This is an optimization exercise on Yosys and OpenROAD, whose aim is a short achievable clock period and few clock cycles per item, not a production implementation.
Only simulation tests tie the RTL to the original design; equivalence was not proved.
No activity file was given, so power comes from the tool's default toggle rates.

main:
Design luby_restart_scheduler, start of the top module:
module luby_restart_scheduler #(
    parameter int INDEX_BITS = lrs_pkg::LRS_INDEX_BITS
) (
    input  wire logic                              clk,
    input  wire logic                              rst_n,
    input  wire logic                              cfg_wr_en,
    input  wire logic [lrs_pkg::LRS_UNIT_W-1:0]    cfg_wr_data,
    input  wire logic                              in_valid,
    output logic                                   in_ready,
    input  wire logic [lrs_pkg::LRS_COUNT_W-1:0]   conflict_count,
    output logic                                   out_valid,
    input  wire logic                              out_ready,
    output logic                                   restart,
    output logic [lrs_pkg::LRS_TOTAL_W-1:0]        restart_total
);
Size in the first run: ~730 flip-flops, ~100 I/O pins, roughly 36000 sq um of cells after synthesis.
clock: 5.0 ns
lec_check: 0
abc_clock_period_in_ps: 2000
cap_margin: 20
core_margin: 2
core_utilization: 60
gpl_timing_driven: 1
setup_slack_margin: 3.0
slew_margin: 20
run.sh (not shown) runs the stock make flow with config.mk's settings and CLKGATE_MAP_FILE= SYNTH_SCRIPT=/design/flow/synth_recipe.tcl, a recipe that flattens the netlist after the stock synthesis.
Testbench counts of main, summed over its fixed seeds: cycles 22,528, items 22,400.
#### Input delta (the feature branch over main)
# main
export LEC_CHECK = 0
export ABC_CLOCK_PERIOD_IN_PS = 2000
export CAP_MARGIN = 20
export CORE_MARGIN = 2
export CORE_UTILIZATION = 60
export GPL_TIMING_DRIVEN = 1
export SETUP_SLACK_MARGIN = 3.0
export SLEW_MARGIN = 20
create_clock -name core_clock -period 5.0 [get_ports {clk}]
# the feature branch
export LEC_CHECK = 0
export ABC_CLOCK_PERIOD_IN_PS = 2000
export CAP_MARGIN = 20
export CORE_MARGIN = 2
export CORE_UTILIZATION = 40
export GPL_TIMING_DRIVEN = 1
export SETUP_SLACK_MARGIN = 3.0
export SLEW_MARGIN = 20
create_clock -name core_clock -period 5.0 [get_ports {clk}]
==> notes.md <==
The feature branch vs. main: starting utilization of the core area shrank by 20 points, final-layout fill cell count grew by 3727.
Comparing total setup buffers inserted after CTS for the feature branch and main, the smaller number came from the feature branch.
| global-route wire length before repair | the feature branch vs main | 2400 microns lower |
Routed wire length (the feature branch over main): decrease, 1.8%


Another version of the RTL of luby_restart_scheduler (not shown whole).
For scale: roughly 2,900 cells after synthesis, roughly 430 flip-flops, roughly 100 I/O pins.
==> flow/config.mk <==
export PLATFORM = sky130hd
export DESIGN_NAME = luby_restart_scheduler
export DESIGN_NICKNAME = luby_restart_scheduler
export VERILOG_FILES = /design/flow/design.v
export SDC_FILE = /design/flow/constraint.sdc
export NUM_CORES = 4
export LEC_CHECK = 0
export ABC_CLOCK_PERIOD_IN_PS = 2000
export CAP_MARGIN = 20
export CORE_MARGIN = 2
export CORE_UTILIZATION = 40
export SETUP_SLACK_MARGIN = 3.0
export SLEW_MARGIN = 20
==> flow/constraint.sdc <==
create_clock -name core_clock -period 5.0 [get_ports {clk}]
set_input_delay 1.0000 -clock core_clock [delete_from_list [all_inputs] [get_ports {clk}]]
set_output_delay 1.0000 -clock core_clock [all_outputs]
set_load 0.01 [all_outputs]
Testbench counts at the start, summed over its fixed seeds: cycles 22,496, items 22,400.
Edit:
- ABC_CLOCK_PERIOD_IN_PS: 2000 -> 2400
- GPL_TIMING_DRIVEN: not set -> 1
- SETUP_SLACK_MARGIN: 3.0 -> 2.6
=> The changed run produced a clean layout; synthesized area stays the same; worst setup slack gains 48 ps; final area goes down by 10%; final cell count fell by 4.2%; global-route usage goes down by 1.3 points; power came out lower by 10%; count of clock-buffer cells in the layout came out lower by 6; non-clock buffer count went down by 171; utilization came out lower by 5.8 points; critical path depth is lower by 1; routed wire length fell by 8.7%.


== lane 2 ==
Another version of the RTL of luby_restart_scheduler (not shown whole).
Size in the first run: about 30000 um2 of cells after synthesis.
==> flow/config.mk <==
export PLATFORM = sky130hd
export DESIGN_NAME = luby_restart_scheduler
export DESIGN_NICKNAME = luby_restart_scheduler
export VERILOG_FILES = /design/flow/design.v
export SDC_FILE = /design/flow/constraint.sdc
export NUM_CORES = 4
export LEC_CHECK = 0
export ABC_CLOCK_PERIOD_IN_PS = 2000
export CAP_MARGIN = 20
export CORE_MARGIN = 2
export CORE_UTILIZATION = 60
export CTS_CLUSTER_DIAMETER = 100
export CTS_CLUSTER_SIZE = 30
export GPL_TIMING_DRIVEN = 1
export PLACE_DENSITY = 0.75
export SETUP_SLACK_MARGIN = 3.0
export SLEW_MARGIN = 20
==> flow/constraint.sdc <==
create_clock -name core_clock -period 5.0 [get_ports {clk}]
set_input_delay 1.0000 -clock core_clock [delete_from_list [all_inputs] [get_ports {clk}]]
set_output_delay 1.0000 -clock core_clock [all_outputs]
set_load 0.01 [all_outputs]
Lane 2 was carried through to the last stage, and its layout satisfied the timing, design-rule and antenna checks.
Testbench counts of lane 2, summed over its fixed seeds: cycles 22,528, items 22,400.
--- input diff lane 2..lane 4 ---
# lane 2
export LEC_CHECK = 0
export ABC_CLOCK_PERIOD_IN_PS = 2000
export CAP_MARGIN = 20
export CORE_MARGIN = 2
export CORE_UTILIZATION = 60
export CTS_CLUSTER_DIAMETER = 100
export CTS_CLUSTER_SIZE = 30
export GPL_TIMING_DRIVEN = 1
export PLACE_DENSITY = 0.75
export SETUP_SLACK_MARGIN = 3.0
export SLEW_MARGIN = 20
create_clock -name core_clock -period 5.0 [get_ports {clk}]
# lane 4
export LEC_CHECK = 0
export ABC_CLOCK_PERIOD_IN_PS = 2000
export CAP_MARGIN = 20
export CORE_MARGIN = 2
export CORE_UTILIZATION = 40
export GPL_TIMING_DRIVEN = 1
export SETUP_SLACK_MARGIN = 3.0
export SLEW_MARGIN = 20
create_clock -name core_clock -period 5.0 [get_ports {clk}]
--- outcome ---
- The power density over the cells in lane 4 is 1.07 times that in lane 2.
- Run comparison: lane 4 capturing instance or port of the critical path a2_g[27]; lane 2 capturing instance or port of the critical path a2_g[13]
- Looking at floorplan die area, lane 4 sits 25000 um2 higher than lane 2 does.
- Taking lane 2 as the reference point, the combined global-route utilization of all metal layers of lane 4 falls by 8.4 points.
- Lane 4 gives more minimum period implied by the final worst setup slack than lane 2 did.

[re-timing with driven ports]
The flow's constraints put no driver on any port. The routed layouts listed below were extracted and timed again, unchanged, in two steps. Step 1 sets driving cells, clkbuf_16 on the clock port and buf_2 on the other inputs (assumed; they add their load-dependent delay and slew). Step 2, shift: input delay + t, output delay - t, t = (earliest + latest rising clock arrival at the registers) / 2. This alone moves slack from input paths to output paths. a / b / c = no drivers / after step 1 / after step 2; a / b = the first two.
run	t, ns	setup slack, ns	worst hold slack (ns)	latest minus earliest clock arrival (ns)
main	0.675	2.864 / 2.802 / 2.316	0.312 / 0.303 / 0.340	0.024 / 0.025
the feature branch	0.698	2.880 / 2.819 / 2.342	0.347 / 0.347 / 0.347	0.031 / 0.032
the first run of note 2	0.657	1.933 / 1.933 / 1.933	0.350 / 0.350 / 0.350	0.037 / 0.037
the second run of note 2	0.667	1.981 / 1.981 / 1.981	0.352 / 0.352 / 0.352	0.035 / 0.035
lane 2	0.653	2.747 / 2.747 / 2.463	0.353 / 0.353 / 0.353	0.023 / 0.023
lane 4	0.680	2.735 / 2.735 / 2.318	0.350 / 0.341 / 0.350	0.031 / 0.031
After both steps every run listed still meets setup and hold. The setup slack of main, which loses most, moves by -0.062 ns with the drivers and by -0.548 ns with both steps.
